Source: an optimization exercise on an open RTL-to-GDS flow (aim: small area, a short achievable clock period and few clock cycles per item). Production flows keep margins and buffers that such runs may drop.
RTL that was checked went through simulation tests only; none was proved equivalent to the original.
The RTL of runs 1 to 7 was laid out without a check of its function.
No activity file was given, so power comes from the tool's default toggle rates.

===== flow/design.v =====
`default_nettype none
module bias_relu #(
  parameter int ROWS    = 4,
  parameter int COLS    = 4,
  parameter int RELU_EN = 1
) (
  input  logic                              clk,
  input  logic                              rst,
  input  logic                              enable,
  input  logic [ROWS-1:0][COLS-1:0][31:0]   matrix_in,
  input  logic [ROWS-1:0][31:0]             bias,
  output logic [ROWS-1:0][COLS-1:0][31:0]   result,
  output logic                              busy,
  output logic                              done
);
  logic done_q;
  always_ff @(posedge clk) begin
    if (rst) done_q <= 1'b0;
    else     done_q <= enable;
  end
  assign busy = 1'b0;
  assign done = done_q;
  for (genvar i = 0; i < ROWS * COLS; i++) begin : g_elem
    logic [31:0] e, b;
    logic [32:0] sum;
    assign e = matrix_in[(i / COLS)][(i % COLS)];
    assign b = bias[(i / COLS)];
    logic [31:0] p, g;
    assign p = e ^ b;
    assign g = e & b;
    logic G0_1; logic P0_1;
    logic G0_3; logic P0_3;
    logic G0_5; logic P0_5;
    logic G0_7; logic P0_7;
    logic G0_9; logic P0_9;
    logic G0_11; logic P0_11;
    logic G0_13; logic P0_13;
    logic G0_15; logic P0_15;
    logic G0_17; logic P0_17;
    logic G0_19; logic P0_19;
    logic G0_21; logic P0_21;
    logic G0_23; logic P0_23;
    logic G0_25; logic P0_25;
    logic G0_27; logic P0_27;
    logic G0_29; logic P0_29;
    logic G0_31; logic P0_31;
    logic G1_2; logic P1_2;
    logic G1_3; logic P1_3;
    logic G1_6; logic P1_6;
    logic G1_7; logic P1_7;
    logic G1_10; logic P1_10;
    logic G1_11; logic P1_11;
    logic G1_14; logic P1_14;
    logic G1_15; logic P1_15;
    logic G1_18; logic P1_18;
    logic G1_19; logic P1_19;
    logic G1_22; logic P1_22;
    logic G1_23; logic P1_23;
    logic G1_26; logic P1_26;
    logic G1_27; logic P1_27;
    logic G1_30; logic P1_30;
    logic G1_31; logic P1_31;
    logic G2_4; logic P2_4;
    logic G2_5; logic P2_5;
    logic G2_6; logic P2_6;
    logic G2_7; logic P2_7;
    logic G2_12; logic P2_12;
    logic G2_13; logic P2_13;
    logic G2_14; logic P2_14;
    logic G2_15; logic P2_15;
    logic G2_20; logic P2_20;
    logic G2_21; logic P2_21;
    logic G2_22; logic P2_22;
    logic G2_23; logic P2_23;
    logic G2_28; logic P2_28;
    logic G2_29; logic P2_29;
    logic G2_30; logic P2_30;
    logic G2_31; logic P2_31;
    logic G3_8; logic P3_8;
    logic G3_9; logic P3_9;
    logic G3_10; logic P3_10;
    logic G3_11; logic P3_11;
    logic G3_12; logic P3_12;
    logic G3_13; logic P3_13;
    logic G3_14; logic P3_14;
    logic G3_15; logic P3_15;
    logic G3_24; logic P3_24;
    logic G3_25; logic P3_25;
    logic G3_26; logic P3_26;
    logic G3_27; logic P3_27;
    logic G3_28; logic P3_28;
    logic G3_29; logic P3_29;
    logic G3_30; logic P3_30;
    logic G3_31; logic P3_31;
    logic G4_16; logic P4_16;
    logic G4_17; logic P4_17;
    logic G4_18; logic P4_18;
    logic G4_19; logic P4_19;
    logic G4_20; logic P4_20;
    logic G4_21; logic P4_21;
    logic G4_22; logic P4_22;
    logic G4_23; logic P4_23;
    logic G4_24; logic P4_24;
    logic G4_25; logic P4_25;
    logic G4_26; logic P4_26;
    logic G4_27; logic P4_27;
    logic G4_28; logic P4_28;
    logic G4_29; logic P4_29;
    logic G4_30; logic P4_30;
    logic G4_31; logic P4_31;
    assign G0_1 = g[1] | (p[1] & g[0]);
    assign P0_1 = p[1] & p[0];
    assign G0_3 = g[3] | (p[3] & g[2]);
    assign P0_3 = p[3] & p[2];
    assign G0_5 = g[5] | (p[5] & g[4]);
    assign P0_5 = p[5] & p[4];
    assign G0_7 = g[7] | (p[7] & g[6]);
    assign P0_7 = p[7] & p[6];
    assign G0_9 = g[9] | (p[9] & g[8]);
    assign P0_9 = p[9] & p[8];
    assign G0_11 = g[11] | (p[11] & g[10]);
    assign P0_11 = p[11] & p[10];
    assign G0_13 = g[13] | (p[13] & g[12]);
    assign P0_13 = p[13] & p[12];
    assign G0_15 = g[15] | (p[15] & g[14]);
    assign P0_15 = p[15] & p[14];
    assign G0_17 = g[17] | (p[17] & g[16]);
    assign P0_17 = p[17] & p[16];
    assign G0_19 = g[19] | (p[19] & g[18]);
    assign P0_19 = p[19] & p[18];
    assign G0_21 = g[21] | (p[21] & g[20]);
    assign P0_21 = p[21] & p[20];
    assign G0_23 = g[23] | (p[23] & g[22]);
    assign P0_23 = p[23] & p[22];
    assign G0_25 = g[25] | (p[25] & g[24]);
    assign P0_25 = p[25] & p[24];
    assign G0_27 = g[27] | (p[27] & g[26]);
    assign P0_27 = p[27] & p[26];
    assign G0_29 = g[29] | (p[29] & g[28]);
    assign P0_29 = p[29] & p[28];
    assign G0_31 = g[31] | (p[31] & g[30]);
    assign P0_31 = p[31] & p[30];
    assign G1_2 = g[2] | (p[2] & G0_1);
    assign P1_2 = p[2] & P0_1;
    assign G1_3 = G0_3 | (P0_3 & G0_1);
    assign P1_3 = P0_3 & P0_1;
    assign G1_6 = g[6] | (p[6] & G0_5);
    assign P1_6 = p[6] & P0_5;
    assign G1_7 = G0_7 | (P0_7 & G0_5);
    assign P1_7 = P0_7 & P0_5;
    assign G1_10 = g[10] | (p[10] & G0_9);
    assign P1_10 = p[10] & P0_9;
    assign G1_11 = G0_11 | (P0_11 & G0_9);
    assign P1_11 = P0_11 & P0_9;
    assign G1_14 = g[14] | (p[14] & G0_13);
    assign P1_14 = p[14] & P0_13;
    assign G1_15 = G0_15 | (P0_15 & G0_13);
    assign P1_15 = P0_15 & P0_13;
    assign G1_18 = g[18] | (p[18] & G0_17);
    assign P1_18 = p[18] & P0_17;
    assign G1_19 = G0_19 | (P0_19 & G0_17);
    assign P1_19 = P0_19 & P0_17;
    assign G1_22 = g[22] | (p[22] & G0_21);
    assign P1_22 = p[22] & P0_21;
    assign G1_23 = G0_23 | (P0_23 & G0_21);
    assign P1_23 = P0_23 & P0_21;
    assign G1_26 = g[26] | (p[26] & G0_25);
    assign P1_26 = p[26] & P0_25;
    assign G1_27 = G0_27 | (P0_27 & G0_25);
    assign P1_27 = P0_27 & P0_25;
    assign G1_30 = g[30] | (p[30] & G0_29);
    assign P1_30 = p[30] & P0_29;
    assign G1_31 = G0_31 | (P0_31 & G0_29);
    assign P1_31 = P0_31 & P0_29;
    assign G2_4 = g[4] | (p[4] & G1_3);
    assign P2_4 = p[4] & P1_3;
    assign G2_5 = G0_5 | (P0_5 & G1_3);
    assign P2_5 = P0_5 & P1_3;
    assign G2_6 = G1_6 | (P1_6 & G1_3);
    assign P2_6 = P1_6 & P1_3;
    assign G2_7 = G1_7 | (P1_7 & G1_3);
    assign P2_7 = P1_7 & P1_3;
    assign G2_12 = g[12] | (p[12] & G1_11);
    assign P2_12 = p[12] & P1_11;
    assign G2_13 = G0_13 | (P0_13 & G1_11);
    assign P2_13 = P0_13 & P1_11;
    assign G2_14 = G1_14 | (P1_14 & G1_11);
    assign P2_14 = P1_14 & P1_11;
    assign G2_15 = G1_15 | (P1_15 & G1_11);
    assign P2_15 = P1_15 & P1_11;
    assign G2_20 = g[20] | (p[20] & G1_19);
    assign P2_20 = p[20] & P1_19;
    assign G2_21 = G0_21 | (P0_21 & G1_19);
    assign P2_21 = P0_21 & P1_19;
    assign G2_22 = G1_22 | (P1_22 & G1_19);
    assign P2_22 = P1_22 & P1_19;
    assign G2_23 = G1_23 | (P1_23 & G1_19);
    assign P2_23 = P1_23 & P1_19;
    assign G2_28 = g[28] | (p[28] & G1_27);
    assign P2_28 = p[28] & P1_27;
    assign G2_29 = G0_29 | (P0_29 & G1_27);
    assign P2_29 = P0_29 & P1_27;
    assign G2_30 = G1_30 | (P1_30 & G1_27);
    assign P2_30 = P1_30 & P1_27;
    assign G2_31 = G1_31 | (P1_31 & G1_27);
    assign P2_31 = P1_31 & P1_27;
    assign G3_8 = g[8] | (p[8] & G2_7);
    assign P3_8 = p[8] & P2_7;
    assign G3_9 = G0_9 | (P0_9 & G2_7);
    assign P3_9 = P0_9 & P2_7;
    assign G3_10 = G1_10 | (P1_10 & G2_7);
    assign P3_10 = P1_10 & P2_7;
    assign G3_11 = G1_11 | (P1_11 & G2_7);
    assign P3_11 = P1_11 & P2_7;
    assign G3_12 = G2_12 | (P2_12 & G2_7);
    assign P3_12 = P2_12 & P2_7;
    assign G3_13 = G2_13 | (P2_13 & G2_7);
    assign P3_13 = P2_13 & P2_7;
    assign G3_14 = G2_14 | (P2_14 & G2_7);
    assign P3_14 = P2_14 & P2_7;
    assign G3_15 = G2_15 | (P2_15 & G2_7);
    assign P3_15 = P2_15 & P2_7;
    assign G3_24 = g[24] | (p[24] & G2_23);
    assign P3_24 = p[24] & P2_23;
    assign G3_25 = G0_25 | (P0_25 & G2_23);
    assign P3_25 = P0_25 & P2_23;
    assign G3_26 = G1_26 | (P1_26 & G2_23);
    assign P3_26 = P1_26 & P2_23;
    assign G3_27 = G1_27 | (P1_27 & G2_23);
    assign P3_27 = P1_27 & P2_23;
    assign G3_28 = G2_28 | (P2_28 & G2_23);
    assign P3_28 = P2_28 & P2_23;
    assign G3_29 = G2_29 | (P2_29 & G2_23);
    assign P3_29 = P2_29 & P2_23;
    assign G3_30 = G2_30 | (P2_30 & G2_23);
    assign P3_30 = P2_30 & P2_23;
    assign G3_31 = G2_31 | (P2_31 & G2_23);
    assign P3_31 = P2_31 & P2_23;
    assign G4_16 = g[16] | (p[16] & G3_15);
    assign P4_16 = p[16] & P3_15;
    assign G4_17 = G0_17 | (P0_17 & G3_15);
    assign P4_17 = P0_17 & P3_15;
    assign G4_18 = G1_18 | (P1_18 & G3_15);
    assign P4_18 = P1_18 & P3_15;
    assign G4_19 = G1_19 | (P1_19 & G3_15);
    assign P4_19 = P1_19 & P3_15;
    assign G4_20 = G2_20 | (P2_20 & G3_15);
    assign P4_20 = P2_20 & P3_15;
    assign G4_21 = G2_21 | (P2_21 & G3_15);
    assign P4_21 = P2_21 & P3_15;
    assign G4_22 = G2_22 | (P2_22 & G3_15);
    assign P4_22 = P2_22 & P3_15;
    assign G4_23 = G2_23 | (P2_23 & G3_15);
    assign P4_23 = P2_23 & P3_15;
    assign G4_24 = G3_24 | (P3_24 & G3_15);
    assign P4_24 = P3_24 & P3_15;
    assign G4_25 = G3_25 | (P3_25 & G3_15);
    assign P4_25 = P3_25 & P3_15;
    assign G4_26 = G3_26 | (P3_26 & G3_15);
    assign P4_26 = P3_26 & P3_15;
    assign G4_27 = G3_27 | (P3_27 & G3_15);
    assign P4_27 = P3_27 & P3_15;
    assign G4_28 = G3_28 | (P3_28 & G3_15);
    assign P4_28 = P3_28 & P3_15;
    assign G4_29 = G3_29 | (P3_29 & G3_15);
    assign P4_29 = P3_29 & P3_15;
    assign G4_30 = G3_30 | (P3_30 & G3_15);
    assign P4_30 = P3_30 & P3_15;
    assign G4_31 = G3_31 | (P3_31 & G3_15);
    assign P4_31 = P3_31 & P3_15;
    logic [32:0] c;
    assign c[0] = 1'b0;
    assign c[1] = g[0];
    assign c[2] = G0_1;
    assign c[3] = G1_2;
    assign c[4] = G1_3;
    assign c[5] = G2_4;
    assign c[6] = G2_5;
    assign c[7] = G2_6;
    assign c[8] = G2_7;
    assign c[9] = G3_8;
    assign c[10] = G3_9;
    assign c[11] = G3_10;
    assign c[12] = G3_11;
    assign c[13] = G3_12;
    assign c[14] = G3_13;
    assign c[15] = G3_14;
    assign c[16] = G3_15;
    assign c[17] = G4_16;
    assign c[18] = G4_17;
    assign c[19] = G4_18;
    assign c[20] = G4_19;
    assign c[21] = G4_20;
    assign c[22] = G4_21;
    assign c[23] = G4_22;
    assign c[24] = G4_23;
    assign c[25] = G4_24;
    assign c[26] = G4_25;
    assign c[27] = G4_26;
    assign c[28] = G4_27;
    assign c[29] = G4_28;
    assign c[30] = G4_29;
    assign c[31] = G4_30;
    assign c[32] = G4_31;
    assign sum[31:0] = p ^ c[31:0];
    assign sum[32] = p[31] ^ c[32];
    logic [30:0] sum_q;
    logic        neg_q, ovf_q;
    always_ff @(posedge clk) begin
      if (!done_q) begin
        sum_q <= sum[30:0];
        neg_q <= sum[32];
        ovf_q <= sum[31];
      end
    end
    assign result[(i / COLS)][(i % COLS)] = {1'b0, (sum_q | {31{ovf_q}}) & {31{!neg_q}}};
  end
endmodule
`default_nettype wire

===== flow/flow/run.sh =====
#!/bin/bash
# Own layout flow: the standard layout, with the port buffers made of
# sky130_fd_sc_hd__buf_1 instead of the cell buffer_ports picks by default.
set -euo pipefail
export BUFFER_PORTS_ARGS="-buffer_cell sky130_fd_sc_hd__buf_1"
bash standard.sh finish > standard_make.log 2>&1

===== flow/standard.sh =====
#!/bin/bash
# synth_recipe.tcl (not shown) runs the flow's synth.tcl, then flattens the netlist and writes it again
# the make line also repeats each setting of config.mk as NAME=value (left out here)
make -C /OpenROAD-flow-scripts/flow DESIGN_CONFIG=/design/flow/config.mk WORK_HOME=/design/flow/orfs CLKGATE_MAP_FILE= SYNTH_SCRIPT=/design/flow/synth_recipe.tcl "${@:-finish}"

===== flow/config.mk =====
export PLATFORM = sky130hd
export DESIGN_NAME = bias_relu
export DESIGN_NICKNAME = bias_relu
export VERILOG_FILES = /design/flow/design.v
export SDC_FILE = /design/flow/constraint.sdc
export NUM_CORES = 4
export LEC_CHECK = 0
export CAP_MARGIN = 20
export CORE_MARGIN = 2
export CORE_UTILIZATION = 35
export SLEW_MARGIN = 20

===== flow/constraint.sdc =====
create_clock -name core_clock -period 6.5 [get_ports {clk}]
set_input_delay 1.3000 -clock core_clock [delete_from_list [all_inputs] [get_ports {clk}]]
set_output_delay 1.3000 -clock core_clock [all_outputs]
set_load 0.01 [all_outputs]

==> results of run 1 <==
per-layer routing:
metal,track usage,vias up,wire length [um]
li1,-,16529,-
met4,0.140,32,8250
met1,0.304,16752,60300
met2,0.430,1322,73900
met5,0,-,199
met3,0.0621,351,11900
sequential cells by signal, indices dropped and copies added (netlist names):
signal,count
g_elem.ovf_q,16
done_q,1
g_elem.sum_q,496
g_elem.neg_q,16
path summary, 6_finish.rpt:
path,slack (ps),endpoint
setup / recovery,2110,g_elem[10].ovf_q
hold / removal,810,done_q
setup reg to reg,3660,g_elem[4].sum_q[23]
hold reg to reg,980,g_elem[14].sum_q[5]
through the flow:
stage | instances | setup WS [ps] | cell area [um^2]
floorplan | 4046 | -2170 | 39600
global placement | 6610 | 1700 | 45600
detailed placement | 6611 | 1610 | 45600
CTS | 6734 | 2310 | 48000
global route | 6753 | 2130 | 48100
finish | 6761 | 2110 | 48100
power by group:
group          internal (mW)  total, mW  switching (mW)  leakage [nW]
logic                   1.55       4.42            2.87          13.5
registers               4.58       4.82           0.234          5.39
clock network           2.46       4.08            1.62          1.15
total                   8.59       13.3            4.72          20.1
layout by cell type (no fill, tap or decap), types with 80 or more instances in the layout:
cell type	count
sky130_fd_sc_hd__nor2_1	1156
sky130_fd_sc_hd__buf_1	1139
sky130_fd_sc_hd__edfxtp_1	528
sky130_fd_sc_hd__ha_1	496
sky130_fd_sc_hd__xnor2_1	231
sky130_fd_sc_hd__a21oi_1	215
sky130_fd_sc_hd__a21o_1	194
sky130_fd_sc_hd__inv_1	165
sky130_fd_sc_hd__xor2_1	145
sky130_fd_sc_hd__nand2_1	82
sky130_fd_sc_hd__fa_1	80
cell type report:
cell class	instances	area [um^2]
Antenna cell	26	65.1
Clock buffer	81	1830
Clock inverter	42	515
Fill cell	11322	64300
Inverter	166	627
Multi-Input combinational cell	3238	22600
Sequential cell	529	15900
Tap cell	1500	1880
Timing Repair Buffer	1179	4640
cells by family (layout without fill, tap and decap cells):
kind of cell,count (synthesis),after routing,share of synthesized area
AOI/OAI and AO/OA,731,731,0.125
muxes,1,1,0.000285
other,1,43,0.0000948
adders and majority gates,576,576,0.197
DFF,529,529,0.401
xor gates and xnor gates,376,376,0.0832
and+or+nand+nor,1537,1537,0.165
buffers and inverters,279,1468,0.0281
==> impl_metrics.yaml, run 1 <==
worst_setup_path:
  crit_fanout: 4
  crit_path_start_kind: "input port"
  critical_path.most_common_cell: "sky130_fd_sc_hd__o21ai_1"
  cell_with_the_largest_stage_delay_on_the_worst_path: "sky130_fd_sc_hd__a31oi_1"
  critical_path.cell_chain: "buf_1, ha_1, fa_1, a211oi_1, o21bai_1, o22ai_1, o21ai_1, a211o_1, a31oi_1, o21ai_1, o31ai_2, xnor2_1"
  crit_family: "compound AO/OA/AOI/OAI gates"
  setup.worst_path.class: "input port to flop"
  crit_required_ps: 6880
  critical_path.startpoint: "bias[64]"
  crit_cells: 12
  setup.worst_path.end_class: "flop"
  critical_path.reg2reg.startpoint: "done_q"
  worst_stage_delay_on_the_critical_path_ps: 770
  worst_ep_arrival_time_ps: 4770
  number_of_cells_traversed_by_the_worst_register_to_register_path: 4
  crit_buf_inv: 1
floorplanning:
  core_area_mm2: 0.112
  row_count: 123
  die_ar_mm2: 0.116
  initial_util: 0.352
  design.portCount: 1157
  dieWidth_um: 340
  die_h_um: 340
synth:
  synthTopCellsByArea: "sky130_fd_sc_hd__edfxtp_1, sky130_fd_sc_hd__ha_1, sky130_fd_sc_hd__nor2_1, sky130_fd_sc_hd__xnor2_1, sky130_fd_sc_hd__fa_1"
  yosys.cell_count.top_type: "sky130_fd_sc_hd__nor2_1"
  post_synth_inst_count: 4030
  synth-edff-count: 528
  post_synth_arst_share: 0
  syn_area_per_cell_um2: 9.82
  yosys_most_used_dff: "sky130_fd_sc_hd__edfxtp_1"
  ys_ff_latch: 529
  post-synth-top-area-fraction: 0.401
  synthTopCellsByCount: "sky130_fd_sc_hd__nor2_1, sky130_fd_sc_hd__edfxtp_1, sky130_fd_sc_hd__ha_1"
  ys_seq_area_frac: 0.401
  mappedNetlistArea_mm2: 0.0396
  post-synth-top-area-cell: "sky130_fd_sc_hd__edfxtp_1"
  number_of_library_cell_types_mapped_by_synthesis: 83
  yosysWarningCount: 1
global_route:
  antenna_found_initial: 48
  grt_usage: 0.257
  gr-total-overflow: 0
  largest_net_degree_at_the_start_of_global_routing: 163
  first_global_vias: 34134
  first_pass_grt_wire_length_um: 220000
sta:
  share_of_the_clock_period_used_by_the_worst_path_after_layout: 0.676
  timing.setup.tns_ps: 0
  setup_viol: 0
  report.final.hold_viol_count: 0
  rsz0062_at_grt: "no"
  finalCriticalPeriod_ps: 4390
  final.setup_skew_ps: 16.1
  hold_slack_ps: 813
  worst_slew_margin_rel: 0.218
  max_freq_mhz: 228
  maxSlewViolCount: 0
  slew_at_the_pin_closest_to_its_max_slew_limit_ps: 1170
clock_network:
  ctsRootBufferMaster: "sky130_fd_sc_hd__clkbuf_16"
  post_cts_resized: 0
  cts_post_setup_buffers_inserted: 0
  holdBufCountCts: 0
  worst_skew_pair.late_latency_ps: 630
  clk_path_buf_depth: 3
  cts-htree-levels: 3
  numClockSinks: 529
  cts_tree: "built"
  clkTransAtPathRegs_ps: 50
  cts-buffers-inserted: 68
pwr:
  p_total_mw: 13.3
  powerDensity_mw_per_mm2: 277
  ir_worst_vdd_v: 0.000165
  cell_leakage_power_nw: 20.1
finish:
  area_delta_synth_final_pct: 21.5
  final_util: 0.428
  layout.nets: 6401
  layout-drive-gt1-share: 0.0401
detailed_routing:
  wl_um: 154000
  dr.first_iter.drc_count: 2213
  count_of_tritonroute_iterations_in_the_first_routing_pass: 8
  routed_wire_length_per_instance_um: 22.8
  ant_nets: 0
  post-route-drc-count: 0
  drt-vias-per-instance: 5.17
  via_count_of_the_routed_design: 34986
run_status:
  outcome: "finished clean"
job:
  max-cap-violations: 0
worst_hold_path:
  hold_path_class: "input port to flop"
  hold_depth: 2
  hp-start: "rst"
placement:
  dpl.hpwl_um: 127000
  gpl.final_weighted_congestion: 0.981
  portBuffers: 1139
==> inputs of run 2 (changes only) <==
--- a/flow/config.mk
+++ b/flow/config.mk
@@ -8,4 +8,5 @@
 export CAP_MARGIN = 20
 export CORE_MARGIN = 2
 export CORE_UTILIZATION = 35
+export SETUP_SLACK_MARGIN = 3.5
 export SLEW_MARGIN = 20
==> run 2 against run 1 <==
Against the previous run:
- power is 21% higher
- sequential share of layout area is 7.1 points lower
- setup slack better by 950 ps
- area after synthesis stayed put
- sequential cell count stayed put
- non-clock buffer count is 351 higher
- die area stayed put
- combinational power is 62% higher
- critical endpoint is now g_elem[0].neg_q
- largest cell class unchanged
==> impl_metrics.yaml, run 2 <==
global_route:
  largest_net_degree_at_the_start_of_global_routing: 152
  grt_usage: 0.297
  global_route.peak_usage_layer: "met2"
  grtUsageMet3: 0.0737
  global_route.usage.met1: 0.329
  groute.layer.met2.usage: 0.508
  antenna_found_initial: 29
  first_pass_grt_wire_length_um: 249000
  gr-total-overflow: 0
  first_global_vias: 37166
detailed_routing:
  count_of_tritonroute_iterations_in_the_first_routing_pass: 5
  via_count_of_the_routed_design: 37645
  wl_um: 184000
  post-route-drc-count: 0
  dr.first_iter.drc_count: 2164
  routed_wire_length_per_instance_um: 25.9
  drt-vias-per-instance: 5.30
  ant_nets: 0
floorplanning:
  die_ar_mm2: 0.116
  die_h_um: 340
  dieWidth_um: 340
  design.portCount: 1157
  row_count: 123
  core_area_mm2: 0.112
  initial_util: 0.352
pwr:
  power.share.sequential: 0.311
  ir_worst_vdd_v: 0.000173
  p_switching_mw: 6.02
  clock_power_share: 0.243
  powerDensity_mw_per_mm2: 263
  cell_internal_pwr_mw: 10.1
  switching_share: 0.375
  cell_leakage_power_nw: 25.2
  pwr-share-comb: 0.446
worst_setup_path:
  crit_path_start_kind: "input port"
  crit_fanout: 4
  setup.worst_path.end_class: "flop"
  worst_ep_arrival_time_ps: 3820
  setup.worst_path.class: "input port to flop"
  crit_required_ps: 6880
  number_of_cells_traversed_by_the_worst_register_to_register_path: 2
synth:
  post_synth_inst_count: 4030
  post-synth-top-area-cell: "sky130_fd_sc_hd__edfxtp_1"
  mappedNetlistArea_mm2: 0.0396
  yosysWarningCount: 1
  synth-edff-count: 528
  number_of_library_cell_types_mapped_by_synthesis: 83
  ys_ff_latch: 529
  post-synth-top-area-fraction: 0.401
  yosys_most_used_dff: "sky130_fd_sc_hd__edfxtp_1"
  synthTopCellsByArea: "sky130_fd_sc_hd__edfxtp_1, sky130_fd_sc_hd__ha_1, sky130_fd_sc_hd__nor2_1, sky130_fd_sc_hd__xnor2_1, sky130_fd_sc_hd__fa_1"
  syn_area_per_cell_um2: 9.82
  post_synth_arst_share: 0
  ys_seq_area_frac: 0.401
  yosys.cell_count.top_type: "sky130_fd_sc_hd__nor2_1"
  synthTopCellsByCount: "sky130_fd_sc_hd__nor2_1, sky130_fd_sc_hd__edfxtp_1, sky130_fd_sc_hd__ha_1"
run_status:
  outcome: "finished clean"
finish:
  biggest_registers_after_layout: "g_elem.sum_q (496), g_elem.neg_q (16), g_elem.ovf_q (16)"
  final_cell_area_mm2: 0.0612
  most_common_cell_after_layout_fill_and_taps_aside: "sky130_fd_sc_hd__buf_1"
  final_cell_mix: "sky130_fd_sc_hd__buf_1, sky130_fd_sc_hd__nor2_1, sky130_fd_sc_hd__edfxtp_1, sky130_fd_sc_hd__nor2_4, sky130_fd_sc_hd__ha_1"
  largest_register_ff_count: 496
  area_delta_synth_final_pct: 54.7
  layout.nets: 6755
  layout-drive-gt1-share: 0.373
  largest-register: "g_elem.sum_q"
  stdcell_count: 7100
clock_network:
  numClockSinks: 529
  cts_tree: "built"
  worst_skew_pair.late_latency_ps: 640
  cts-buffers-inserted: 71
  clk_path_buf_depth: 3
  cts-htree-levels: 3
  holdBufCountCts: 0
  ctsRootBufferMaster: "sky130_fd_sc_hd__clkbuf_16"
  clkTransAtPathRegs_ps: 50
sta:
  final.setup_skew_ps: 30.1
  timing.setup.tns_ps: 0
  report.final.hold_viol_count: 0
  max_freq_mhz: 291
  maxSlewViolCount: 0
  share_of_the_clock_period_used_by_the_worst_path_after_layout: 0.529
  worst_slew_margin_rel: 0.299
  rsz0062_at_grt: "yes"
  hold_slack_ps: 805
  finalCriticalPeriod_ps: 3440
  slew_at_the_pin_closest_to_its_max_slew_limit_ps: 1050
  setup_viol: 0
placement:
  portBuffers: 1139
  placedInstanceArea_mm2: 0.0460
  placed_cells_incl_taps: 6615
  dpl.hpwl_um: 136000
  gpl.final_weighted_congestion: 0.966
worst_hold_path:
  hold_depth: 2
  hold_path_class: "input port to flop"
job:
  max-cap-violations: 0
-- run 2: power groups by stage --
| stage | Sequential, mW | Combinational, mW | Clock (mW) |
|---|---|---|---|
| final | 4.99 | 7.17 | 3.91 |
| after detailed placement | 4.85 | 4.58 | 0 |
| after global placement | 4.85 | 4.53 | 0 |
| after floorplan | 4.83 | 2.75 | 0 |
| after global routing | 5.05 | 7.59 | 4.09 |
| after CTS | 4.91 | 6.26 | 3.98 |
-- run 2: stage by stage --
stage	utilization	power [mW]	setup WS, ps
6_report	0.545	16.1	3060
2_1_floorplan	-	7.58	-2170
5_1_grt	0.545	16.7	2970
3_5_place_dp	0.409	9.43	1640
3_3_place_gp	0.409	9.38	1600
4_1_cts	0.503	15.2	3130
-- run 2: logic make-up after synthesis --
logic type,share of synthesized area
and+or+nand+nor,0.165
AOI/OAI and AO/OA,0.125
adders and majority gates,0.197
DFF,0.401
xor gates and xnor gates,0.0832
buffers and inverters,0.0281
other,0.0000948
muxes,0.000285
-- run 2: cell type report --
| class | instances | area (um^2) |
|---|---|---|
| inverter | 166 | 632 |
| antenna | 17 | 42.5 |
| tap | 1500 | 1880 |
| timing repair buffer | 1530 | 10900 |
| clock buffer | 90 | 1910 |
| fill | 9792 | 51100 |
| multi-input combinational | 3238 | 29600 |
| sequential | 529 | 15900 |
| clock inverter | 30 | 288 |
-- run 2: path summary, 6_finish.rpt --
check | from | endpoint | slack, ps
setup / recovery | bias[0] | g_elem[0].neg_q | 3060
hold / removal | rst | done_q | 800
setup reg to reg | done_q | g_elem[12].sum_q[25] | 4100
hold reg to reg | done_q | g_elem[1].sum_q[5] | 1220
-- run 2: per-layer routing --
metal / wire [um] / up-vias
li1: - / 17246
met4: 13700 / 24
met1: 67100 / 18392
met3: 14100 / 484
met5: 164 / -
met2: 89100 / 1499
-- run 2: what timing repair did --
item / CTS / global route
pin swaps: 469 / 404
endpoints found under the setup margin: 781 / 650
gates resized for setup: 1751 / 937
gates cloned: 30 / 9
setup buffers: 196 / 113
-- run 2: worst max-delay path, cell delays in order --
cell                       delay [ps]
sky130_fd_sc_hd__buf_12            80
sky130_fd_sc_hd__buf_12           110
sky130_fd_sc_hd__ha_4             120
sky130_fd_sc_hd__fa_2             190
sky130_fd_sc_hd__a21o_1           130
sky130_fd_sc_hd__a31o_1           200
sky130_fd_sc_hd__nand4_1          140
sky130_fd_sc_hd__and2_4           170
sky130_fd_sc_hd__o31a_1           280
sky130_fd_sc_hd__buf_6            140
sky130_fd_sc_hd__o31a_4           380
sky130_fd_sc_hd__o211ai_1         250
sky130_fd_sc_hd__a31oi_2          140
sky130_fd_sc_hd__a21o_1           170
==> inputs of run 3 (changes only) <==
--- a/flow/config.mk
+++ b/flow/config.mk
@@ -8,5 +8,5 @@
 export CAP_MARGIN = 20
 export CORE_MARGIN = 2
 export CORE_UTILIZATION = 35
-export SETUP_SLACK_MARGIN = 3.5
+export SETUP_SLACK_MARGIN = 2.8
 export SLEW_MARGIN = 20
==> run 3 against run 2 <==
Against the previous run:
- sequential power is 4% lower
- first-iteration DRC count grew 6.6%
- global-route usage decreased by 2.7 points
- utilization fell by 11 points
- sequential share of layout area is 6.8 points higher
- combinational power decreased by 36%
- synthesized cell count unchanged
- largest cell class unchanged
- critical path depth fell by 2
- routed wire length shrank 12%
- worst hold slack improved by 15 ps
==> impl_metrics.yaml, run 3 <==
run_status:
  outcome: "finished clean"
finish:
  area_delta_synth_final_pct: 22.4
  layout-drive-gt1-share: 0.0513
  fillCellCount: 11283
  largest-register: "g_elem.sum_q"
  largest_register_ff_count: 496
  final_cell_mix: "sky130_fd_sc_hd__nor2_1, sky130_fd_sc_hd__buf_1, sky130_fd_sc_hd__edfxtp_1, sky130_fd_sc_hd__ha_1, sky130_fd_sc_hd__xnor2_1"
  most_common_cell_after_layout_fill_and_taps_aside: "sky130_fd_sc_hd__nor2_1"
  biggest_registers_after_layout: "g_elem.sum_q (496), g_elem.neg_q (16), g_elem.ovf_q (16)"
  layout.nets: 6428
  final_cell_area_mm2: 0.0484
synth:
  post-synth-top-area-fraction: 0.401
  post-synth-top-area-cell: "sky130_fd_sc_hd__edfxtp_1"
  yosys_most_used_dff: "sky130_fd_sc_hd__edfxtp_1"
  syn_area_per_cell_um2: 9.82
  synth-edff-count: 528
  yosysWarningCount: 1
  yosys.cell_count.top_type: "sky130_fd_sc_hd__nor2_1"
  post_synth_inst_count: 4030
  synthTopCellsByCount: "sky130_fd_sc_hd__nor2_1, sky130_fd_sc_hd__edfxtp_1, sky130_fd_sc_hd__ha_1"
  number_of_library_cell_types_mapped_by_synthesis: 83
  post_synth_arst_share: 0
  ys_seq_area_frac: 0.401
  synthTopCellsByArea: "sky130_fd_sc_hd__edfxtp_1, sky130_fd_sc_hd__ha_1, sky130_fd_sc_hd__nor2_1, sky130_fd_sc_hd__xnor2_1, sky130_fd_sc_hd__fa_1"
  mappedNetlistArea_mm2: 0.0396
  ys_ff_latch: 529
job:
  max-cap-violations: 0
pwr:
  powerDensity_mw_per_mm2: 273
  ir_worst_vdd_v: 0.000164
  p_total_mw: 13.2
  cell_leakage_power_nw: 20.2
sta:
  max_freq_mhz: 278
  rsz0062_at_grt: "no"
  timing.setup.tns_ps: 0
  report.final.hold_viol_count: 0
  share_of_the_clock_period_used_by_the_worst_path_after_layout: 0.554
  slew_at_the_pin_closest_to_its_max_slew_limit_ps: 1130
  finalCriticalPeriod_ps: 3600
  worst_slew_margin_rel: 0.247
  setup_viol: 0
  final.setup_skew_ps: 16.0
  maxSlewViolCount: 0
global_route:
  antenna_found_initial: 56
  grt_usage: 0.270
  gr-total-overflow: 0
  first_pass_grt_wire_length_um: 229000
  largest_net_degree_at_the_start_of_global_routing: 160
  first_global_vias: 34222
worst_setup_path:
  crit_fanout: 6
  worst_ep_arrival_time_ps: 3990
  setup.worst_path.end_class: "flop"
  setup.worst_path.class: "input port to flop"
  crit_path_start_kind: "input port"
  crit_required_ps: 6890
detailed_routing:
  via_count_of_the_routed_design: 35219
  count_of_tritonroute_iterations_in_the_first_routing_pass: 5
  post-route-drc-count: 0
  wl_um: 162000
  drt-vias-per-instance: 5.19
  ant_nets: 0
  routed_wire_length_per_instance_um: 23.8
  dr.first_iter.drc_count: 2307
placement:
  dpl.hpwl_um: 134000
  gpl.final_weighted_congestion: 0.969
  placedInstanceArea_mm2: 0.0457
  portBuffers: 1139
clock_network:
  ctsRootBufferMaster: "sky130_fd_sc_hd__clkbuf_16"
  clkTransAtPathRegs_ps: 60
  cts-htree-levels: 3
  cts-buffers-inserted: 71
  clk_path_buf_depth: 3
  worst_skew_pair.late_latency_ps: 620
  numClockSinks: 529
  cts_tree: "built"
floorplanning:
  die_ar_mm2: 0.116
  design.portCount: 1157
  dieWidth_um: 340
  row_count: 123
  initial_util: 0.352
  die_h_um: 340
  core_area_mm2: 0.112
worst_hold_path:
  hold_path_class: "flop to flop"
run 3: cell types whose count changed in the layout (fill, tap and decap cells not counted), sizes merged:
cell,delta
buf,-294
clkbuf,-37
diode,+11
clkinv,+10
inv,+3
bufinv,-2
clkinvlp,-1
run 3: metrics by stage:
step	instances	hold WS [ps]	utilization	setup slack [ps]
global placement	6613	828	0.407	1690
floorplan	4046	1360	-	-2170
CTS	6751	769	0.428	2800
global route	6782	784	0.431	2790
detailed placement	6614	816	0.407	1750
finish	6790	820	0.431	2900
run 3: worst paths after layout:
check | from | end | slack, ps | cells past startpoint
setup reg to reg | done_q | g_elem[4].sum_q[23] | 4160 | 3
hold / removal | done_q | g_elem[2].sum_q[3] | 820 | 1
hold reg to reg | done_q | g_elem[2].sum_q[3] | 820 | 1
setup / recovery | bias[96] | g_elem[12].sum_q[26] | 2900 | 12
run 3: critical path: stages:
cell                      delay, ps
sky130_fd_sc_hd__buf_1          180
sky130_fd_sc_hd__ha_1           240
sky130_fd_sc_hd__fa_1           380
sky130_fd_sc_hd__a21o_1         170
sky130_fd_sc_hd__a21oi_1        250
sky130_fd_sc_hd__o21ai_2        130
sky130_fd_sc_hd__a31oi_2        260
sky130_fd_sc_hd__o21ai_2        170
sky130_fd_sc_hd__a221o_1        390
sky130_fd_sc_hd__a31o_2         260
sky130_fd_sc_hd__a21oi_1        170
sky130_fd_sc_hd__xnor2_1         70
run 3: area by class of cell:
type,instances,area (um^2),area share
clock inverter,40,299,0.00617
clock buffer,86,1900,0.0392
timing repair buffer,1203,4890,0.101
multi-input combinational,3238,22900,0.473
antenna,28,70.1,0.00145
inverter,166,627,0.0129
tap,1500,1880,0.0388
sequential,529,15900,0.328
run 3: routing by layer:
metal  vias up  global-route usage  routed length [um]
met5         -                   0                 175
met3       374              0.0669               11900
met4        28               0.147                9560
li1      16583                   -                   -
met1     16874               0.317               62700
met2      1360               0.454               77200
run 3: where the power goes:
group	total, mW	switching [mW]	internal (mW)
Combinational	4.61	3.01	1.60
Sequential	4.80	0.215	4.58
Clock	3.81	1.62	2.20
run 3: repair_timing:
item,4_1_cts,5_1_grt
pin swaps,3,6
hold buffers,0,0
endpoints found under the setup margin,35,54
gates resized for setup,9,32
buffers inserted,11,9
run 3: kinds of logic after synthesis:
group	after synthesis	synth area share
simple gates	1537	0.165
mux	1	0.000285
other cells	1	0.0000948
flops	529	0.401
xor+xnor	376	0.0832
buf+inv	279	0.0281
compound gates	731	0.125
fa+ha+maj	576	0.197
==> inputs of run 4 (changes only) <==
--- a/flow/design.v
+++ b/flow/design.v
@@ -304,16 +304,16 @@
     assign c[32] = G4_31;
     assign sum[31:0] = p ^ c[31:0];
     assign sum[32] = p[31] ^ c[32];
-    logic [30:0] sum_q;
-    logic        neg_q, ovf_q;
+    logic [30:0] nsum_q;
+    logic        nbig_q, neg_q;
     always_ff @(posedge clk) begin
       if (!done_q) begin
-        sum_q <= sum[30:0];
-        neg_q <= sum[32];
-        ovf_q <= sum[31];
+        nsum_q <= ~sum[30:0];
+        nbig_q <= ~sum[31];
+        neg_q  <= sum[32];
       end
     end
-    assign result[(i / COLS)][(i % COLS)] = {1'b0, (sum_q | {31{ovf_q}}) & {31{!neg_q}}};
+    assign result[(i / COLS)][(i % COLS)] = {1'b0, ~((nsum_q & {31{nbig_q}}) | {31{neg_q}})};
   end
 endmodule
 `default_nettype wire
--- a/flow/config.mk
+++ b/flow/config.mk
@@ -7,6 +7,6 @@
 export LEC_CHECK = 0
 export CAP_MARGIN = 20
 export CORE_MARGIN = 2
-export CORE_UTILIZATION = 35
-export SETUP_SLACK_MARGIN = 2.8
+export CORE_UTILIZATION = 65
+export SETUP_SLACK_MARGIN = 3.0
 export SLEW_MARGIN = 20
==> run 4 against run 3 <==
Against the previous run:
- the run now fails in I/O pin placement (3_2_place_iop)
- area after synthesis down 3.4%
- synthesized cell count down 11%
==> impl_metrics.yaml, run 4 <==
synth:
  syn_area_per_cell_um2: 10.7
  yosys.cell_count.top_type: "sky130_fd_sc_hd__a21oi_1"
  yosysWarningCount: 1
  mappedNetlistArea_mm2: 0.0382
  number_of_library_cell_types_mapped_by_synthesis: 68
  post_synth_arst_share: 0
  post-synth-top-area-cell: "sky130_fd_sc_hd__edfxtp_1"
  yosys_most_used_dff: "sky130_fd_sc_hd__edfxtp_1"
  post-synth-top-area-fraction: 0.415
  synth-edff-count: 528
  post_synth_inst_count: 3570
  synthTopCellsByCount: "sky130_fd_sc_hd__a21oi_1, sky130_fd_sc_hd__edfxtp_1, sky130_fd_sc_hd__ha_1"
  synthTopCellsByArea: "sky130_fd_sc_hd__edfxtp_1, sky130_fd_sc_hd__ha_1, sky130_fd_sc_hd__a21oi_1, sky130_fd_sc_hd__xor2_1, sky130_fd_sc_hd__fa_1"
  ys_ff_latch: 529
  ys_seq_area_frac: 0.415
floorplanning:
  dieWidth_um: 247
  initial_util: 0.660
  row_count: 88
  die_h_um: 247
run_status:
  outcome: "did not finish"
  stop_stage: "I/O pin placement (3_2_place_iop)"
  stop_error: "[ERROR PPL-0024] Number of IO pins (1157) exceeds maximum number of available positions (886). Increase the die perimeter from 986.04um to 1573.52um."
[run 4: cell families after synthesis]
kind of cell	count (synthesis)	share of synthesized area
XOR/XNOR	364	0.0834
buffers and inverters	305	0.0316
flip-flops	529	0.415
adder cells (fa/ha/maj)	576	0.204
AND/OR/NAND/NOR	613	0.0836
AO/OA/AOI/OAI	1178	0.181
other	1	0.0000981
multiplexers	4	0.00115
==> inputs of run 5 (changes only) <==
--- a/flow/config.mk
+++ b/flow/config.mk
@@ -7,6 +7,6 @@
 export LEC_CHECK = 0
 export CAP_MARGIN = 20
 export CORE_MARGIN = 2
-export CORE_UTILIZATION = 65
+export CORE_UTILIZATION = 35
 export SETUP_SLACK_MARGIN = 3.0
 export SLEW_MARGIN = 20
==> run 5 against run 4 <==
Against the previous run:
- now clean on timing, DRC and antenna
- area after synthesis stayed put
- synthesized cell count stayed put
==> impl_metrics.yaml, run 5 <==
synth:
  syn_area_per_cell_um2: 10.7
  post_synth_arst_share: 0
  ys_ff_latch: 529
  post_synth_inst_count: 3570
  yosys.cell_count.top_type: "sky130_fd_sc_hd__a21oi_1"
  synthTopCellsByArea: "sky130_fd_sc_hd__edfxtp_1, sky130_fd_sc_hd__ha_1, sky130_fd_sc_hd__a21oi_1, sky130_fd_sc_hd__xor2_1, sky130_fd_sc_hd__fa_1"
  post-synth-top-area-cell: "sky130_fd_sc_hd__edfxtp_1"
  synthTopCellsByCount: "sky130_fd_sc_hd__a21oi_1, sky130_fd_sc_hd__edfxtp_1, sky130_fd_sc_hd__ha_1"
  synth-edff-count: 528
  mappedNetlistArea_mm2: 0.0382
  post-synth-top-area-fraction: 0.415
  number_of_library_cell_types_mapped_by_synthesis: 68
  yosysWarningCount: 1
  yosys_most_used_dff: "sky130_fd_sc_hd__edfxtp_1"
  ys_seq_area_frac: 0.415
finish:
  most_common_cell_after_layout_fill_and_taps_aside: "sky130_fd_sc_hd__buf_1"
  largest-register: "g_elem.nsum_q"
  area_delta_synth_final_pct: 27.0
  layout.nets: 6016
  final_cell_area_mm2: 0.0485
  biggest_registers_after_layout: "g_elem.nsum_q (496), g_elem.nbig_q (16), g_elem.neg_q (16)"
  largest_register_ff_count: 496
  layout-drive-gt1-share: 0.105
  final_cell_mix: "sky130_fd_sc_hd__buf_1, sky130_fd_sc_hd__a21oi_1, sky130_fd_sc_hd__edfxtp_1, sky130_fd_sc_hd__ha_1, sky130_fd_sc_hd__xor2_1"
global_route:
  first_global_vias: 32590
  gr-total-overflow: 0
  antenna_found_initial: 56
  largest_net_degree_at_the_start_of_global_routing: 137
  grt_usage: 0.252
  first_pass_grt_wire_length_um: 209000
pwr:
  clock_power_share: 0.301
  p_switching_mw: 4.60
  switching_share: 0.352
  pwr-share-comb: 0.331
  power.share.sequential: 0.368
  cell_internal_pwr_mw: 8.46
  powerDensity_mw_per_mm2: 269
  ir_worst_vdd_v: 0.000170
  cell_leakage_power_nw: 19.6
detailed_routing:
  dr.first_iter.drc_count: 1926
  via_count_of_the_routed_design: 33668
  post-route-drc-count: 0
  routed_wire_length_per_instance_um: 23.5
  count_of_tritonroute_iterations_in_the_first_routing_pass: 6
  ant_nets: 0
  wl_um: 148000
  drt-vias-per-instance: 5.34
clock_network:
  ctsRootBufferMaster: "sky130_fd_sc_hd__clkbuf_16"
  worst_skew_pair.late_latency_ps: 620
  clk_path_buf_depth: 3
  holdBufCountCts: 0
  cts_tree: "built"
  cts-htree-levels: 3
  cts-buffers-inserted: 69
  clkTransAtPathRegs_ps: 60
  numClockSinks: 529
placement:
  placedInstanceArea_mm2: 0.0445
  gpl.final_weighted_congestion: 0.985
  preCtsSetupSlack_ps: 1520
  dpl.hpwl_um: 118000
  portBuffers: 1139
worst_setup_path:
  crit_buf_inv: 2
  crit_required_ps: 6860
  cell_with_the_largest_stage_delay_on_the_worst_path: "sky130_fd_sc_hd__a311o_1"
  setup.worst_path.class: "input port to flop"
  worst_ep_arrival_time_ps: 4130
  setup.worst_path.end_class: "flop"
  critical_path.cell_chain: "clkbuf_2, inv_4, fa_2, nand2b_4, a21o_1, a311o_1, a311o_1, o31a_1, o22ai_2, o21a_1, o31a_1, nor3_1, mux2_2"
  crit_path_start_kind: "input port"
  crit_fanout: 4
  crit_family: "compound AO/OA/AOI/OAI gates"
  worst_stage_delay_on_the_critical_path_ps: 420
sta:
  final.setup_skew_ps: 22.8
  max_freq_mhz: 266
  setup_slack_ps: 2740
  setup_viol: 0
  report.final.hold_viol_count: 0
  slew_at_the_pin_closest_to_its_max_slew_limit_ps: 922
  rsz0062_at_grt: "yes"
  maxSlewViolCount: 0
  finalCriticalPeriod_ps: 3760
  worst_slew_margin_rel: 0.385
  share_of_the_clock_period_used_by_the_worst_path_after_layout: 0.579
floorplanning:
  dieWidth_um: 334
  die_h_um: 334
  initial_util: 0.352
  die_ar_mm2: 0.112
  design.portCount: 1157
  core_area_mm2: 0.109
  row_count: 121
run_status:
  outcome: "finished clean"
worst_hold_path:
  hold_path_class: "input port to flop"
job:
  max-cap-violations: 0
==> run 5: cell counts after synthesis <==
Identical to the previous run, type by type.
==> run 5: metal layers <==
layer	wire (um)	share of wire	global-route usage	vias up
met5	144	0.00097	0	-
met4	9050	0.061	0.151	24
met3	11700	0.079	0.0620	379
met2	71000	0.48	0.422	1324
met1	56300	0.38	0.290	16208
li1	-	-	-	15733
==> run 5: cell type report <==
| cell class | count | area (um^2) |
|---|---|---|
| fill | 10586 | 60000 |
| clock buffer | 80 | 1810 |
| multi-input combinational | 2752 | 22400 |
| antenna | 44 | 110 |
| timing repair buffer | 1253 | 5390 |
| inverter | 192 | 731 |
| sequential | 529 | 15900 |
| tap | 1414 | 1770 |
| clock inverter | 43 | 442 |
==> run 5: logic make-up (layout without fill, tap and decap cells) <==
kind of cell / Yosys count / count (layout) / synth area share
other: 1 / 61 / 0.0000981
adder cells (fa/ha/maj): 576 / 576 / 0.204
flip-flops: 529 / 529 / 0.415
XOR/XNOR: 364 / 364 / 0.0834
buffers and inverters: 305 / 1568 / 0.0316
multiplexers: 4 / 4 / 0.00115
AO/OA/AOI/OAI: 1178 / 1178 / 0.181
AND/OR/NAND/NOR: 613 / 613 / 0.0836
==> run 5: stage by stage <==
stage / hold WS (ps) / total power, mW / TNS, ps / instances / utilization
floorplan: 1360 / 7.31 / -1146250 / 3586 / -
global placement: 1180 / 8.90 / 0 / 6062 / 0.410
detailed placement: 1160 / 8.94 / 0 / 6062 / 0.410
CTS: 761 / 13.0 / 0 / 6220 / 0.438
global route: 814 / 13.7 / 0 / 6302 / 0.447
finish: 824 / 13.1 / 0 / 6307 / 0.447
==> run 5: repair_timing <==
item | in CTS | in global routing
pin swaps | 57 | 101
gates resized for setup | 138 | 152
setup endpoints to repair | 170 | 117
setup buffers | 35 | 40
==> run 5: final timing paths <==
kind	slack [ps]	startpoint	to	cells past startpoint
max	2740	bias[97]	g_elem[13].neg_q	13
min	820	rst	done_q	2
max reg2reg	3870	done_q	g_elem[2].nsum_q[21]	3
min reg2reg	1140	done_q	g_elem[6].nsum_q[22]	1
==> run 5: power by group through the flow <==
stage | sequential, mW | clock [mW] | combinational [mW]
after floorplan | 4.81 | 0 | 2.49
after global placement | 4.88 | 0 | 4.02
after detailed placement | 4.90 | 0 | 4.04
after CTS | 4.82 | 4.02 | 4.17
after global routing | 4.87 | 4.13 | 4.67
final | 4.81 | 3.94 | 4.32
==> inputs of run 6 (changes only) <==
--- a/flow/design.v
+++ b/flow/design.v
@@ -304,16 +304,15 @@
     assign c[32] = G4_31;
     assign sum[31:0] = p ^ c[31:0];
     assign sum[32] = p[31] ^ c[32];
-    logic [30:0] nsum_q;
-    logic        nbig_q, neg_q;
+    logic [30:0] res_q;
     always_ff @(posedge clk) begin
       if (!done_q) begin
-        nsum_q <= ~sum[30:0];
-        nbig_q <= ~sum[31];
-        neg_q  <= sum[32];
+        if (sum[32])      res_q <= '0;             
+        else if (sum[31]) res_q <= {31{1'b1}};     
+        else              res_q <= sum[30:0];
       end
     end
-    assign result[(i / COLS)][(i % COLS)] = {1'b0, ~((nsum_q & {31{nbig_q}}) | {31{neg_q}})};
+    assign result[(i / COLS)][(i % COLS)] = {1'b0, res_q};
   end
 endmodule
 `default_nettype wire
--- a/flow/config.mk
+++ b/flow/config.mk
@@ -7,6 +7,6 @@
 export LEC_CHECK = 0
 export CAP_MARGIN = 20
 export CORE_MARGIN = 2
-export CORE_UTILIZATION = 35
+export CORE_UTILIZATION = 65
 export SETUP_SLACK_MARGIN = 3.0
 export SLEW_MARGIN = 20
==> run 6 against run 5 <==
Against the previous run:
- the run now fails in I/O pin placement (3_2_place_iop)
- area after synthesis increased by 3.6%
- synthesized cell count increased by 8.9%
==> impl_metrics.yaml, run 6 <==
run_status:
  outcome: "did not finish"
  stop_stage: "I/O pin placement (3_2_place_iop)"
  stop_error: "[ERROR PPL-0024] Number of IO pins (1157) exceeds maximum number of available positions (904). Increase the die perimeter from 1003.20um to 1573.52um."
floorplanning:
  row_count: 90
  die_h_um: 251
  initial_util: 0.657
  dieWidth_um: 251
synth:
  mappedNetlistArea_mm2: 0.0396
  ys_ff_latch: 497
  ys_seq_area_frac: 0.377
  post_synth_arst_share: 0
  post_synth_inst_count: 3887
  number_of_library_cell_types_mapped_by_synthesis: 82
  synth-edff-count: 496
  syn_area_per_cell_um2: 10.2
  synthTopCellsByCount: "sky130_fd_sc_hd__a21oi_1, sky130_fd_sc_hd__edfxtp_1, sky130_fd_sc_hd__ha_1"
  synthTopCellsByArea: "sky130_fd_sc_hd__edfxtp_1, sky130_fd_sc_hd__ha_1, sky130_fd_sc_hd__a21oi_1, sky130_fd_sc_hd__xnor2_1, sky130_fd_sc_hd__fa_1"
  yosys_most_used_dff: "sky130_fd_sc_hd__edfxtp_1"
  yosysWarningCount: 1
  post-synth-top-area-cell: "sky130_fd_sc_hd__edfxtp_1"
  post-synth-top-area-fraction: 0.376
  yosys.cell_count.top_type: "sky130_fd_sc_hd__a21oi_1"
==> run 6: cell families after synthesis <==
family,Yosys count,share of synthesized area
adders and majority gates,576,0.197
other,1,0.0000947
xor gates and xnor gates,354,0.0785
buffers and inverters,311,0.0318
and+or+nand+nor,805,0.100
AOI/OAI and AO/OA,1316,0.208
muxes,27,0.00714
DFF,497,0.377
==> inputs of run 7 (changes only) <==
--- a/flow/config.mk
+++ b/flow/config.mk
@@ -7,6 +7,6 @@
 export LEC_CHECK = 0
 export CAP_MARGIN = 20
 export CORE_MARGIN = 2
-export CORE_UTILIZATION = 65
+export CORE_UTILIZATION = 35
 export SETUP_SLACK_MARGIN = 3.0
 export SLEW_MARGIN = 20
==> run 7 against run 6 <==
Against the previous run:
- the run now finishes clean
- area after synthesis unchanged
- synthesized cell count did not move
==> impl_metrics.yaml, run 7 <==
clock_network:
  cts-htree-levels: 3
  cts-buffers-inserted: 67
  numClockSinks: 497
  ctsRootBufferMaster: "sky130_fd_sc_hd__clkbuf_16"
  cts_tree: "built"
  holdBufCountCts: 0
  clk_path_buf_depth: 3
  worst_skew_pair.late_latency_ps: 650
  clkTransAtPathRegs_ps: 60
finish:
  layout-drive-gt1-share: 0.260
  final_cell_area_mm2: 0.0582
  largest-register: "g_elem.res_q"
  area_delta_synth_final_pct: 47.0
  biggest_registers_after_layout: "g_elem.res_q (496), done_q (1)"
  largest_register_ff_count: 496
  most_common_cell_after_layout_fill_and_taps_aside: "sky130_fd_sc_hd__buf_1"
  layout.nets: 6591
  final_cell_mix: "sky130_fd_sc_hd__buf_1, sky130_fd_sc_hd__edfxtp_1, sky130_fd_sc_hd__ha_1, sky130_fd_sc_hd__a21oi_2, sky130_fd_sc_hd__nor2_1"
  fillCellCount: 9960
sta:
  finalCriticalPeriod_ps: 3840
  setup_viol: 0
  report.final.hold_viol_count: 0
  max_freq_mhz: 260
  final.setup_skew_ps: 27.3
  timing.setup.tns_ps: 0
  share_of_the_clock_period_used_by_the_worst_path_after_layout: 0.591
  worst_slew_margin_rel: 0.195
  setup_slack_ps: 2660
  maxSlewViolCount: 0
  hold_slack_ps: 812
  rsz0062_at_grt: "yes"
  slew_at_the_pin_closest_to_its_max_slew_limit_ps: 1200
detailed_routing:
  dr.first_iter.drc_count: 3249
  via_count_of_the_routed_design: 39762
  wl_um: 189000
  routed_wire_length_per_instance_um: 27.1
  drt-vias-per-instance: 5.71
  post-route-drc-count: 0
  ant_nets: 0
  count_of_tritonroute_iterations_in_the_first_routing_pass: 6
global_route:
  gr-total-overflow: 0
  grt_usage: 0.302
  largest_net_degree_at_the_start_of_global_routing: 151
  first_pass_grt_wire_length_um: 257000
  antenna_found_initial: 52
  first_global_vias: 37888
pwr:
  switching_share: 0.379
  pwr-share-comb: 0.439
  ir_worst_vdd_v: 0.000171
  clock_power_share: 0.259
  powerDensity_mw_per_mm2: 267
  power.share.sequential: 0.303
  p_switching_mw: 5.87
  cell_internal_pwr_mw: 9.64
  cell_leakage_power_nw: 22.9
synth:
  post-synth-top-area-fraction: 0.376
  syn_area_per_cell_um2: 10.2
  yosysWarningCount: 1
  post_synth_inst_count: 3887
  yosys_most_used_dff: "sky130_fd_sc_hd__edfxtp_1"
  post_synth_arst_share: 0
  synthTopCellsByCount: "sky130_fd_sc_hd__a21oi_1, sky130_fd_sc_hd__edfxtp_1, sky130_fd_sc_hd__ha_1"
  synthTopCellsByArea: "sky130_fd_sc_hd__edfxtp_1, sky130_fd_sc_hd__ha_1, sky130_fd_sc_hd__a21oi_1, sky130_fd_sc_hd__xnor2_1, sky130_fd_sc_hd__fa_1"
  number_of_library_cell_types_mapped_by_synthesis: 82
  synth-edff-count: 496
  ys_seq_area_frac: 0.377
  yosys.cell_count.top_type: "sky130_fd_sc_hd__a21oi_1"
  mappedNetlistArea_mm2: 0.0396
  ys_ff_latch: 497
  post-synth-top-area-cell: "sky130_fd_sc_hd__edfxtp_1"
floorplanning:
  core_area_mm2: 0.112
  row_count: 123
  initial_util: 0.352
  dieWidth_um: 340
  die_h_um: 340
  design.portCount: 1157
  die_ar_mm2: 0.116
placement:
  portBuffers: 1139
  placedInstanceArea_mm2: 0.0461
  preCtsSetupSlack_ps: 1090
  dpl.hpwl_um: 137000
  gpl.final_weighted_congestion: 1.03
run_status:
  outcome: "finished clean"
worst_setup_path:
  setup.worst_path.end_class: "flop"
  cell_with_the_largest_stage_delay_on_the_worst_path: "sky130_fd_sc_hd__fa_2"
  worst_ep_arrival_time_ps: 4230
  critical_path.cell_chain: "buf_12, ha_4, fa_2, a21oi_4, o211ai_1, o211a_1, o2111ai_2, a21boi_2, o211ai_1, buf_4, buf_6, a211oi_4, o22ai_4, buf_12, buf_12, buf_16, a21oi_1"
  critical_path.most_common_cell: "sky130_fd_sc_hd__buf_12"
  crit_required_ps: 6880
  worst_stage_delay_on_the_critical_path_ps: 410
  crit_fanout: 6
  setup.worst_path.class: "input port to flop"
  crit_path_start_kind: "input port"
job:
  max-cap-violations: 0
worst_hold_path:
  hold_path_class: "input port to flop"
-- run 7: cell counts after synthesis --
No cell type changed its count.
-- run 7: layout make-up --
class	count	area [um^2]	area share
repair buffers	1511	9600	0.165
diodes	35	87.6	0.00151
clock inverters	39	505	0.00869
clock buffers	84	1780	0.0306
inverters	192	724	0.0124
multi-input cells	3103	28700	0.493
flip-flops and latches	497	14900	0.256
well taps	1500	1880	0.0323
-- run 7: critical path: cells and delay by family --
family | cells | cell delay [ps]
AOI/OAI and AO/OA | 9 | 1600
buffers and inverters | 6 | 760
adders and majority gates | 2 | 560
-- run 7: path summary, 6_finish.rpt --
kind	start	endpoint	slack, ps	cells past startpoint
worst max-delay path	bias[64]	g_elem[9].res_q[18]	2660	17
worst min-delay path	rst	done_q	810	2
worst max register to register	done_q	g_elem[9].res_q[29]	4220	3
worst min register to register	done_q	g_elem[0].res_q[27]	1060	1
-- run 7: what timing repair did --
item	in CTS	in global routing
buffers inserted	199	71
cloned	55	10
resized for setup	809	522
pin swaps	211	204
endpoints found under the setup margin	496	494
-- run 7: cells by family (layout without fill, tap and decap cells) --
logic type	after synthesis	in the layout	synth area share
simple gates	805	807	0.100
other cells	1	52	0.0000947
flops	497	497	0.377
compound gates	1316	1318	0.208
xor+xnor	354	354	0.0785
buf+inv	311	1826	0.0318
mux	27	31	0.00714
fa+ha+maj	576	576	0.197
-- run 7: power groups by stage --
stage               clock network (mW)  logic [mW]  registers [mW]
floorplan                            0        2.51            5.03
detailed placement                   0        4.61            4.73
finish                            4.01        6.81            4.69
CTS                               4.05        6.00            4.68
global placement                     0        4.58            4.74
global route                      4.15        7.18            4.73
-- run 7: per-stage QoR --
step,instances,power (mW),util
after CTS,6844,14.7,0.487
after floorplan,3903,7.54,-
final,6961,15.5,0.518
after detailed placement,6467,9.34,0.410
after global placement,6467,9.32,0.410
after global routing,6958,16.1,0.518
-- run 7: routing by layer --
layer | track usage | vias to the layer above | wire length, um
met4 | 0.180 | 32 | 13600
li1 | - | 17673 | -
met5 | 0 | - | 209
met3 | 0.0928 | 619 | 18600
met1 | 0.356 | 19338 | 70200
met2 | 0.483 | 2100 | 85900
==> inputs of run 8 (changes only) <==
--- a/flow/design.v
+++ b/flow/design.v
@@ -304,13 +304,16 @@
     assign c[32] = G4_31;
     assign sum[31:0] = p ^ c[31:0];
     assign sum[32] = p[31] ^ c[32];
+    logic pos, mixed, big, nonneg, ld_one, ld_keep;
+    assign pos     = !e[31] && !b[31];
+    assign mixed   = e[31] ^ b[31];
+    assign big     = pos && c[31];
+    assign nonneg  = pos || (mixed && c[31]);
+    assign ld_one  = !done_q && big;
+    assign ld_keep = !done_q && nonneg;
     logic [30:0] res_q;
     always_ff @(posedge clk) begin
-      if (!done_q) begin
-        if (sum[32])      res_q <= '0;             
-        else if (sum[31]) res_q <= {31{1'b1}};     
-        else              res_q <= sum[30:0];
-      end
+      res_q <= ({31{done_q}} & res_q) | {31{ld_one}} | ({31{ld_keep}} & sum[30:0]);
     end
     assign result[(i / COLS)][(i % COLS)] = {1'b0, res_q};
   end
==> flow/flow/run.sh (replaced) <==
#!/bin/bash
# Own layout flow: the standard layout (standard.sh), with
#  - synthesis through flow/synth.tcl: the standard flow's synthesis script with ABC on
#    flow/abc.script (structural mapping, no restructuring) and without the
#    full/half-adder extraction, so the RTL's adder structure is kept;
#  - the port buffers made of sky130_fd_sc_hd__buf_1 instead of the cell
#    buffer_ports picks by default.
# make's output goes to standard_make.log; ORFS keeps each step's log in
# orfs/logs/.
set -euo pipefail
export OWN_WORK=$PWD
export OWN_ABC_SCRIPT=$PWD/flow/abc.script
export BUFFER_PORTS_ARGS="-buffer_cell sky130_fd_sc_hd__buf_1"
bash standard.sh SYNTH_SCRIPT=$PWD/flow/synth.tcl ADDER_MAP_FILE= finish > standard_make.log 2>&1
==> flow/flow/abc.script (new file) <==
&get -n
&st
&dch
&nf
&put
buffer -c
topo
stime -c
upsize -c
dnsize -c
==> flow/flow/synth.tcl (new file) <==
proc abc {args} {
  set i [lsearch -exact $args -script]
  if {$i >= 0} { lset args [expr {$i + 1}] $::env(OWN_ABC_SCRIPT) }
  yosys abc {*}$args
}
source $::env(OWN_WORK)/synth_recipe.tcl
==> run 8 against run 7 <==
Against the previous run:
- highest routed layer unchanged
- still clean
- area after synthesis shrank 4.2%
- critical path type unchanged
- utilization shrank 7.5 points
- worst hold slack lost 330 ps
- clock-buffer cell count grew 4
- via count grew 2.4%
- largest power group unchanged
- design area shrank 18%
- synthesized cell count grew 17%
- setup slack gained 300 ps
- first-iteration DRC count grew 7.0%
- sequential power shrank 14%
- cell count grew 1.4%
==> impl_metrics.yaml, run 8 <==
floorplanning:
  dieWidth_um: 333
  core_area_mm2: 0.107
  design.portCount: 1157
  row_count: 120
  initial_util: 0.354
  die_ar_mm2: 0.111
  die_h_um: 333
worst_setup_path:
  number_of_cells_traversed_by_the_worst_register_to_register_path: 4
  crit_path_start_kind: "input port"
  critical_path.reg2reg.startpoint: "done_q"
  worst-r2r-setup-slack_ps: 4110
  crit_fanout: 18
  worst_setup_path_endpoint: "g_elem[8].res_q[10]"
  worst_ep_arrival_time_ps: 4040
  crit_required_ps: 6990
  timing.rr.end: "g_elem[4].res_q[28]"
  setup.worst_path.class: "input port to flop"
  setup.worst_path.end_class: "flop"
  critical_path.startpoint: "bias[74]"
sta:
  report.final.hold_viol_count: 0
  worst_slew_margin_rel: 0.364
  max_freq_mhz: 282
  finalCriticalPeriod_ps: 3550
  maxSlewViolCount: 0
  setup_slack_ps: 2950
  rsz0062_at_grt: "yes"
  timing.setup.tns_ps: 0
  hold_slack_ps: 484
  share_of_the_clock_period_used_by_the_worst_path_after_layout: 0.546
  setup_viol: 0
  slew_at_the_pin_closest_to_its_max_slew_limit_ps: 947
  final.setup_skew_ps: 22.4
job:
  max-cap-violations: 0
global_route:
  gr-total-overflow: 0
  grt_usage: 0.303
  first_pass_grt_wire_length_um: 253000
  antenna_found_initial: 68
  largest_net_degree_at_the_start_of_global_routing: 170
  first_global_vias: 37806
clock_network:
  cts-buffers-inserted: 67
  ctsRootBufferMaster: "sky130_fd_sc_hd__clkbuf_16"
  cts_tree: "built"
  worst_skew_pair.late_latency_ps: 630
  cts-htree-levels: 3
  clk_path_buf_depth: 3
  clkTransAtPathRegs_ps: 50
  numClockSinks: 497
placement:
  preCtsSetupSlack_ps: 1540
  placedInstanceArea_mm2: 0.0439
  portBuffers: 1139
  dpl.hpwl_um: 143000
  placed_cells_incl_taps: 6843
  gpl.final_weighted_congestion: 1.01
pwr:
  ir_worst_vdd_v: 0.000218
  p_total_mw: 12.8
  cell_leakage_power_nw: 17.6
  powerDensity_mw_per_mm2: 269
synth:
  yosys.cell_count.top_type: "sky130_fd_sc_hd__dfxtp_1"
  synth-edff-count: 0
  yosys_most_used_dff: "sky130_fd_sc_hd__dfxtp_1"
  ys_ff_latch: 497
  syn_area_per_cell_um2: 8.31
  synthTopCellsByCount: "sky130_fd_sc_hd__dfxtp_1, sky130_fd_sc_hd__a221o_1, sky130_fd_sc_hd__xor2_1"
  post_synth_arst_share: 0
  number_of_library_cell_types_mapped_by_synthesis: 84
  mappedNetlistArea_mm2: 0.0379
  post-synth-top-area-cell: "sky130_fd_sc_hd__dfxtp_1"
  post_synth_inst_count: 4565
  post-synth-top-area-fraction: 0.262
  synthTopCellsByArea: "sky130_fd_sc_hd__dfxtp_1, sky130_fd_sc_hd__a221o_1, sky130_fd_sc_hd__xor2_1, sky130_fd_sc_hd__xnor2_1, sky130_fd_sc_hd__nand2_1"
  ys_seq_area_frac: 0.262
  yosysWarningCount: 1
detailed_routing:
  drt-vias-per-instance: 5.77
  count_of_tritonroute_iterations_in_the_first_routing_pass: 6
  via_count_of_the_routed_design: 40711
  routed_wire_length_per_instance_um: 25.3
  ant_nets: 0
  wl_um: 179000
  post-route-drc-count: 0
  dr.first_iter.drc_count: 3477
finish:
  stdcell_count: 7056
  final_cell_mix: "sky130_fd_sc_hd__buf_1, sky130_fd_sc_hd__dfxtp_1, sky130_fd_sc_hd__a221o_1, sky130_fd_sc_hd__xor2_1, sky130_fd_sc_hd__nand2_1"
  area_delta_synth_final_pct: 25.4
  final_cell_area_mm2: 0.0475
  final_util: 0.443
  layout.nets: 6200
  biggest_registers_after_layout: "g_elem.res_q (496), done_q (1)"
  largest_register_ff_count: 496
  most_common_cell_after_layout_fill_and_taps_aside: "sky130_fd_sc_hd__buf_1"
  layout-drive-gt1-share: 0.103
  largest-register: "g_elem.res_q"
worst_hold_path:
  hold_path_class: "flop to flop"
run_status:
  outcome: "finished clean"
run 8: report_power, final:
| part | internal, mW | switching, mW |
|---|---|---|
| sequential | 3.66 | 0.388 |
| combinational | 1.82 | 2.99 |
| clock | 2.36 | 1.56 |
run 8: layout make-up:
class                   instances  area (um^2)
clock inverters                27          332
clock buffers                  88         1930
multi-input cells            3700        28000
fillers                     10981        59700
inverters                      54          203
diodes                         50          125
well taps                    1403         1760
flip-flops and latches        497         9950
repair buffers               1237         5280
run 8: how the worst min path moves through the flow:
| stage | from | endpoint | slack [ps] | cells past startpoint |
|---|---|---|---|---|
| 2_1_floorplan | g_elem[13].res_q[11] | g_elem[13].res_q[11] | 520 | 2 |
| 3_3_place_gp | g_elem[9].res_q[10] | g_elem[9].res_q[10] | 470 | 1 |
| 3_5_place_dp | g_elem[14].res_q[16] | g_elem[14].res_q[16] | 470 | 1 |
| 4_1_cts | g_elem[5].res_q[14] | g_elem[5].res_q[14] | 490 | 1 |
| 5_1_grt | g_elem[6].res_q[7] | g_elem[6].res_q[7] | 500 | 1 |
| 6_report | g_elem[5].res_q[6] | g_elem[5].res_q[6] | 480 | 1 |
run 8: logic make-up after synthesis:
logic type,Yosys count,share of synthesized area
other,1,0.0000989
xor gates and xnor gates,956,0.222
buffers and inverters,389,0.0461
adders and majority gates,104,0.0275
AOI/OAI and AO/OA,1390,0.294
and+or+nand+nor,1228,0.149
DFF,497,0.262
run 8: per-layer routing:
metal	global-route usage	vias up	routed length [um]
li1	-	18853	-
met1	0.339	19586	66900
met2	0.495	1781	81900
met3	0.0863	459	15900
met4	0.215	32	13900
met5	0	-	207
run 8: worst max-delay path: stages:
cell and delay (ps):
sky130_fd_sc_hd__buf_2 210, sky130_fd_sc_hd__xnor2_2 380, sky130_fd_sc_hd__nor2b_1 90, sky130_fd_sc_hd__a21oi_1 350, sky130_fd_sc_hd__o221ai_1 310, sky130_fd_sc_hd__a21oi_2 320, sky130_fd_sc_hd__o211ai_1 160, sky130_fd_sc_hd__o21a_2 330
sky130_fd_sc_hd__buf_4 260, sky130_fd_sc_hd__a221o_1 310
run 8: what timing repair did:
action | 4_1_cts | 5_1_grt
gates cloned | 1 | 4
endpoints found under the hold margin | 0 | 0
pin swaps | 12 | 28
hold buffers | 0 | 0
resized for setup | 160 | 115
setup buffers | 9 | 34
endpoints found under the setup margin | 495 | 472
Testbench counts of run 8, summed over its fixed seeds: cycles 3,192, items 1,600.

-- what the ideal ports hide --
In the flow no input, the clock included, has a driving cell. The finished layouts below were timed again as built, in two steps. Step 1, drivers: a clkbuf_16 drives clk and a buf_2 each remaining input, both assumed. Step 2, shift: input delay + t, output delay - t, t = (earliest + latest rising clock arrival at the registers) / 2. This alone moves slack from input paths to output paths. Slacks: no drivers / after step 1 / after step 2; pairs: no drivers / after step 1.
run | t (ns) | setup WS [ns]
run 1 | 0.706 | 2.108 / 2.138 / 1.432
run 2 | 0.708 | 3.063 / 2.999 / 2.290
run 3 | 0.697 | 2.898 / 2.839 / 2.234
run 5 | 0.693 | 2.737 / 2.748 / 2.055
run 7 | 0.706 | 2.656 / 2.680 / 1.973
run 8 | 0.696 | 2.954 / 3.015 / 2.319
After both steps setup and hold are still met in every run listed.
